This design comes from an exercise in tuning for small area on the open sky130 flow, not from production work. In this exercise RTL edits were held to simulation tests only and were not proved equivalent to the original. The flow treats the clock pin as an ideal source, which a real chip does not have. Power is estimated from default activity; no workload was simulated.

Design snes_host_top, start of the top module:
module snes_host_top
(
  input  logic           clk_74a,
  input  logic           pll_core_locked,
  input  logic [64:0]    bridge_in,
  input  logic [15:0]    cont1_key,
  input  logic [31:0]    cont1_joy,
  input  logic [27:0]    video_in,
  output logic [16:0]    cart_info,
  output logic [14:0]    core_settings,
  output logic           core_reset,
  output logic [31:0]    pad_state,
  output logic [26:0]    video_out
);
==> flow/config.mk <==
export PLATFORM = sky130hd
export DESIGN_NAME = snes_host_top
export DESIGN_NICKNAME = snes_host_top
export VERILOG_FILES = /design/flow/design.v
export SDC_FILE = /design/flow/constraint.sdc
export NUM_CORES = 4
export LEC_CHECK = 0
export CAP_MARGIN = 20
export CORE_MARGIN = 2
export CORE_UTILIZATION = 40
export SLEW_MARGIN = 20
export SYNTH_HIERARCHICAL = 1
==> flow/constraint.sdc <==
create_clock -name core_clock -period 13.5 [get_ports {clk_74a}]
set_input_delay 2.7000 -clock core_clock [delete_from_list [all_inputs] [get_ports {clk_74a}]]
set_output_delay 2.7000 -clock core_clock [all_outputs]
set_load 0.01 [all_outputs]
standard.sh (not shown) runs the stock make flow with config.mk's settings and CLKGATE_MAP_FILE= SYNTH_SCRIPT=/design/flow/synth_recipe.tcl, a recipe that flattens the netlist after the stock synthesis.
==> flow/flow/run.sh <==
#!/bin/bash
# Layout: the standard ORFS flow (standard.sh), with three changes to
# how the layout is built:
#  - the port buffers are the smallest buffer cell (buf_1) instead of the
#    flow's default pick;
#  - the clock tree is built from clkbuf_4/clkbuf_8 with no dummy loads,
#    and after CTS a clock buffer with few sinks is set to clkbuf_4
#    (flow/clkresize.tcl);
#  - after floorplan every cell is set to the smallest drive strength of
#    its kind (flow/downsize.tcl); the later repair steps size up where
#    slew, capacitance or timing need it.
# make's full output goes to orfs_make.log here; each ORFS step keeps its
# own log under orfs/logs/.
set -euo pipefail
here=$(pwd)
export BUFFER_PORTS_ARGS="-buffer_cell sky130_fd_sc_hd__buf_1"
export CTS_ARGS="-sink_clustering_enable -repair_clock_nets -dont_use_dummy_load -buf_list {sky130_fd_sc_hd__clkbuf_4 sky130_fd_sc_hd__clkbuf_8} -root_buf sky130_fd_sc_hd__clkbuf_8"
export POST_FLOORPLAN_TCL="$here/flow/downsize.tcl"
export POST_CTS_TCL="$here/flow/clkresize.tcl"
bash standard.sh > orfs_make.log 2>&1
Other scripts of this flow, unchanged in this note and not shown: flow/flow/clkresize.tcl, flow/flow/downsize.tcl
Rerun with:
--- a/flow/design.v
+++ b/flow/design.v
@@ -691,22 +691,32 @@
       end
     end
   end
   logic        word_hold;
   logic        word_ctrl;
   logic [23:0] ctrl_word;
   assign word_hold = ~video_in.de & ~de_q;
   assign word_ctrl = ~video_in.de & de_q;
   assign ctrl_word = {9'd0, ~tall_latched, video_settings.square_pixels, 13'd0};
+  logic [23:0] word_d;
+  logic [23:0] pix_word;
+  assign pix_word = {out_r, out_g, out_b};
+  for (genvar i = 0; i < 24; i++) begin : g_word
+    if (i == 13 || i == 14) begin : g_ctrl
+      assign word_d[i] = (video_in.de & pix_word[i]) | (word_ctrl & ctrl_word[i]) |
+                         (word_hold & word_q[i]);
+    end else begin : g_pix
+      ao22_cell u_word_ao (.a1(video_in.de), .a2(pix_word[i]), .b1(word_hold), .b2(word_q[i]),
+                           .y(word_d[i]));
+    end
+  end
   always_ff @(posedge clk_74a) begin
-    word_q <= ({24{video_in.de}} & {out_r, out_g, out_b}) |
-              ({24{word_ctrl}} & ctrl_word) |
-              ({24{word_hold}} & word_q);
+    word_q <= word_d;
   end
   assign video_out = {vs_q, hs_q, de_q, word_q};
 endmodule
 module fa_cell
 (
   input  logic a,
   input  logic b,
   input  logic ci,
   output logic s,
@@ -717,18 +727,25 @@
 endmodule
 module xnor_cell
 (
   input  logic a,
   input  logic b,
   output logic y
 );
   assign y = ~(a ^ b);
 endmodule
+module ao22_cell
+(
+  input  logic a1, a2, b1, b2,
+  output logic y
+);
+  assign y = (a1 & a2) | (b1 & b2);
+endmodule
 module ha_cell
 (
   input  logic a,
   input  logic b,
   output logic s,
   output logic co
 );
   assign s  = a ^ b;
   assign co = a & b;
Effect: Total power rises by 2.2%; cell area is about the same; first-iteration DRC count fell by 15%; setup slack got worse by 0.025 ns; non-clock buffer count goes up by 3; synthesized cell count falls by about 4.4%.

---

Setup of the baseline:
snes_host_top, a different RTL version from the one above (not shown whole).
For scale: about 680 cells after synthesis, roughly 120 flip-flops, ~0.0077 mm2 of cells after synthesis.
clock: 13.5 ns
lec_check: 0
cap_margin: 20
core_margin: 2
core_utilization: 40
slew_margin: 20
synth_hierarchical: 1
==> flow/flow/clkresize.tcl <==
# Clock tree area: CTS builds the tree from clkbuf_8; a clock buffer that
# drives only a few sinks gets the smaller clkbuf_4 instead (same place,
# a smaller footprint, so placement stays legal).
set db [ord::get_db]
set block [ord::get_db_block]
set max_fanout 9
set swapped 0
foreach inst [$block getInsts] {
  if {[[$inst getMaster] getName] ne "sky130_fd_sc_hd__clkbuf_8"} { continue }
  set fanout -1
  foreach it [$inst getITerms] {
    if {[$it isOutputSignal]} {
      set net [$it getNet]
      if {$net ne "NULL" && $net ne ""} {
        set fanout [expr {[llength [$net getITerms]] - 1}]
      }
    }
  }
  if {$fanout >= 1 && $fanout <= $max_fanout} {
    replace_cell [$inst getName] sky130_fd_sc_hd__clkbuf_4
    incr swapped
  }
}
puts "clkresize: $swapped clock buffers set to clkbuf_4"
==> flow/flow/downsize.tcl <==
# Area recovery after floorplan: give every cell the smallest-area drive
# strength of its own kind (same function and pins). The repair steps that
# follow (repair_design at placement, repair_timing at CTS and global
# route) size up again wherever slew, capacitance or timing need it.
set db [ord::get_db]
set block [ord::get_db_block]
set swapped 0
set saved 0.0
foreach inst [$block getInsts] {
  set master [$inst getMaster]
  set name [$master getName]
  if {![regexp {^(sky130_fd_sc_hd__[a-z0-9]+)_([0-9]+)$} $name -> base drive]} {
    continue
  }
  set cur_area [expr {[$master getWidth] * [$master getHeight]}]
  set best $name
  set best_area $cur_area
  foreach d {0 1 2 3 4 6 8 12 16} {
    set m [$db findMaster ${base}_$d]
    if {$m eq "NULL" || $m eq ""} { continue }
    set a [expr {[$m getWidth] * [$m getHeight]}]
    if {$a < $best_area} {
      set best ${base}_$d
      set best_area $a
    }
  }
  if {$best ne $name} {
    replace_cell [$inst getName] $best
    incr swapped
    set saved [expr {$saved + ($cur_area - $best_area) / 1e6}]
  }
}
puts "downsize: $swapped cells swapped to a smaller drive, [format %.1f $saved] um2 saved"
Scripts as last shown in full above: flow/flow/run.sh
#### Input delta (the candidate over the baseline)
--- a/flow/design.v
+++ b/flow/design.v
@@ -189,32 +189,32 @@
   logic dz_c20;
   logic dz_s21;
   logic dz_c22;
   logic dz_c24;
   logic dz_s25;
   logic dz_c26;
   logic dz_c28;
   logic dz_c30;
-  fa_cell u_dz_s1 (.a((~fx[0])), .b((~fy[0])), .ci(joy_x[7]), .s(dz_s1), .co(dz_c2));
-  assign dz_c4 = (joy_y[7] & deadzone[0]) | (dz_s1 & (joy_y[7] | deadzone[0]));
-  fa_cell u_dz_s5 (.a((~fx[1])), .b((~fy[1])), .ci(deadzone[1]), .s(dz_s5), .co(dz_c6));
+  fa_cell u_dz_s1 (.a(fx[0]), .b(fy[0]), .ci((~joy_x[7])), .s(dz_s1), .co(dz_c2));
+  assign dz_c4 = ((~joy_y[7]) & (~deadzone[0])) | (dz_s1 & ((~joy_y[7]) | (~deadzone[0])));
+  fa_cell u_dz_s5 (.a(fx[1]), .b(fy[1]), .ci((~deadzone[1])), .s(dz_s5), .co(dz_c6));
   assign dz_c8 = (dz_c2 & dz_s5) | (dz_c4 & (dz_c2 | dz_s5));
-  fa_cell u_dz_s9 (.a((~fx[2])), .b((~fy[2])), .ci(deadzone[2]), .s(dz_s9), .co(dz_c10));
+  fa_cell u_dz_s9 (.a(fx[2]), .b(fy[2]), .ci((~deadzone[2])), .s(dz_s9), .co(dz_c10));
   assign dz_c12 = (dz_c6 & dz_s9) | (dz_c8 & (dz_c6 | dz_s9));
-  fa_cell u_dz_s13 (.a((~fx[3])), .b((~fy[3])), .ci(deadzone[3]), .s(dz_s13), .co(dz_c14));
+  fa_cell u_dz_s13 (.a(fx[3]), .b(fy[3]), .ci((~deadzone[3])), .s(dz_s13), .co(dz_c14));
   assign dz_c16 = (dz_c10 & dz_s13) | (dz_c12 & (dz_c10 | dz_s13));
-  fa_cell u_dz_s17 (.a((~fx[4])), .b((~fy[4])), .ci(deadzone[4]), .s(dz_s17), .co(dz_c18));
+  fa_cell u_dz_s17 (.a(fx[4]), .b(fy[4]), .ci((~deadzone[4])), .s(dz_s17), .co(dz_c18));
   assign dz_c20 = (dz_c14 & dz_s17) | (dz_c16 & (dz_c14 | dz_s17));
-  fa_cell u_dz_s21 (.a((~fx[5])), .b((~fy[5])), .ci(deadzone[5]), .s(dz_s21), .co(dz_c22));
+  fa_cell u_dz_s21 (.a(fx[5]), .b(fy[5]), .ci((~deadzone[5])), .s(dz_s21), .co(dz_c22));
   assign dz_c24 = (dz_c18 & dz_s21) | (dz_c20 & (dz_c18 | dz_s21));
-  fa_cell u_dz_s25 (.a((~fx[6])), .b((~fy[6])), .ci(deadzone[6]), .s(dz_s25), .co(dz_c26));
+  fa_cell u_dz_s25 (.a(fx[6]), .b(fy[6]), .ci((~deadzone[6])), .s(dz_s25), .co(dz_c26));
   assign dz_c28 = (dz_c22 & dz_s25) | (dz_c24 & (dz_c22 | dz_s25));
-  assign dz_c30 = (deadzone[7] & dz_c26) | (dz_c28 & (deadzone[7] | dz_c26));
-  assign outside = ~dz_c30;
+  assign dz_c30 = ((~deadzone[7]) & dz_c26) | (dz_c28 & ((~deadzone[7]) | dz_c26));
+  assign outside = dz_c30;
   always_ff @(posedge clk_74a or negedge pll_core_locked) begin
     if (!pll_core_locked) begin
       pad_state.keys    <= '0;
       pad_state.stick_x <= 8'(stick_center);
       pad_state.stick_y <= 8'(stick_center);
     end else begin
       pad_state.keys    <= cont1_key;
       pad_state.stick_x <= outside ? joy_x : 8'(stick_center);
@@ -689,26 +689,22 @@
       de_q <= video_in.de;
       hs_q <= video_in.hs;
       vs_q <= video_in.vs;
       if (video_in.vs && !vs_q) begin
         tall_latched <= video_in.tall_frame;
       end
     end
   end
-  logic        word_hold;
-  logic        word_ctrl;
-  logic [23:0] ctrl_word;
-  assign word_hold = ~video_in.de & ~de_q;
-  assign word_ctrl = ~video_in.de & de_q;
-  assign ctrl_word = {9'd0, ~tall_latched, video_settings.square_pixels, 13'd0};
   always_ff @(posedge clk_74a) begin
-    word_q <= ({24{video_in.de}} & {out_r, out_g, out_b}) |
-              ({24{word_ctrl}} & ctrl_word) |
-              ({24{word_hold}} & word_q);
+    if (video_in.de) begin
+      word_q <= {out_r, out_g, out_b};
+    end else if (de_q) begin
+      word_q <= {9'd0, ~tall_latched, video_settings.square_pixels, 13'd0};
+    end
   end
   assign video_out = {vs_q, hs_q, de_q, word_q};
 endmodule
 module fa_cell
 (
   input  logic a,
   input  logic b,
   input  logic ci,
Findings:
Compared with the baseline, in the candidate post-synthesis sequential area ratio increased by 1.5 points relative to the old numbers, fraction of layout instances using a drive strength above 1 went up by 0.45 points, smallest setup slack after layout increased by 0.036 ns relative to the old numbers, cell area reported after detailed placement went up, average via count per standard cell now smaller. Sort the baseline and the candidate by final instance count without filler cells desc -> top: the baseline. The baseline has a lower sequential share of layout area than the candidate. [the candidate] wire length rose 530 um relative to the baseline. Diff the baseline -> the candidate: number of multi-input logic gates fell 11, highest attainable clock frequency has increased.

-- port drivers added, routing unchanged --
No port has a modelled driver above. Below, the same layouts with a new extraction and two added sets of constraints. Step 1, drivers: a clkbuf_16 drives clk_74a and a buf_2 each remaining input, both assumed. Step 2 times the ports against the registers' clock, not the clock port: input delays grow and output delays shrink by t, the midpoint of the rising clock arrivals with the driver on. Slacks: no drivers / after step 1 / after step 2; pairs: no drivers / after step 1.
run	t (ns)	setup WS [ns]	worst setup path at the end	worst register clock-pin slew, ns	pins driven straight from the clock port
the first run of note 1	0.416	2.120 / 2.133 / 1.716	input to register	0.10 / 0.10	1
the second run of note 1	0.433	2.095 / 2.111 / 1.677	input to register	0.10 / 0.10	1
the baseline	0.437	2.475 / 2.487 / 2.050	input to register	0.10 / 0.10	1
the candidate	0.442	2.511 / 2.520 / 2.079	input to register	0.10 / 0.10	1
After both steps setup and hold are still met in every run listed. For the candidate, which loses most, drivers alone change the setup slack by +0.009 ns; drivers and shift together by -0.432 ns.
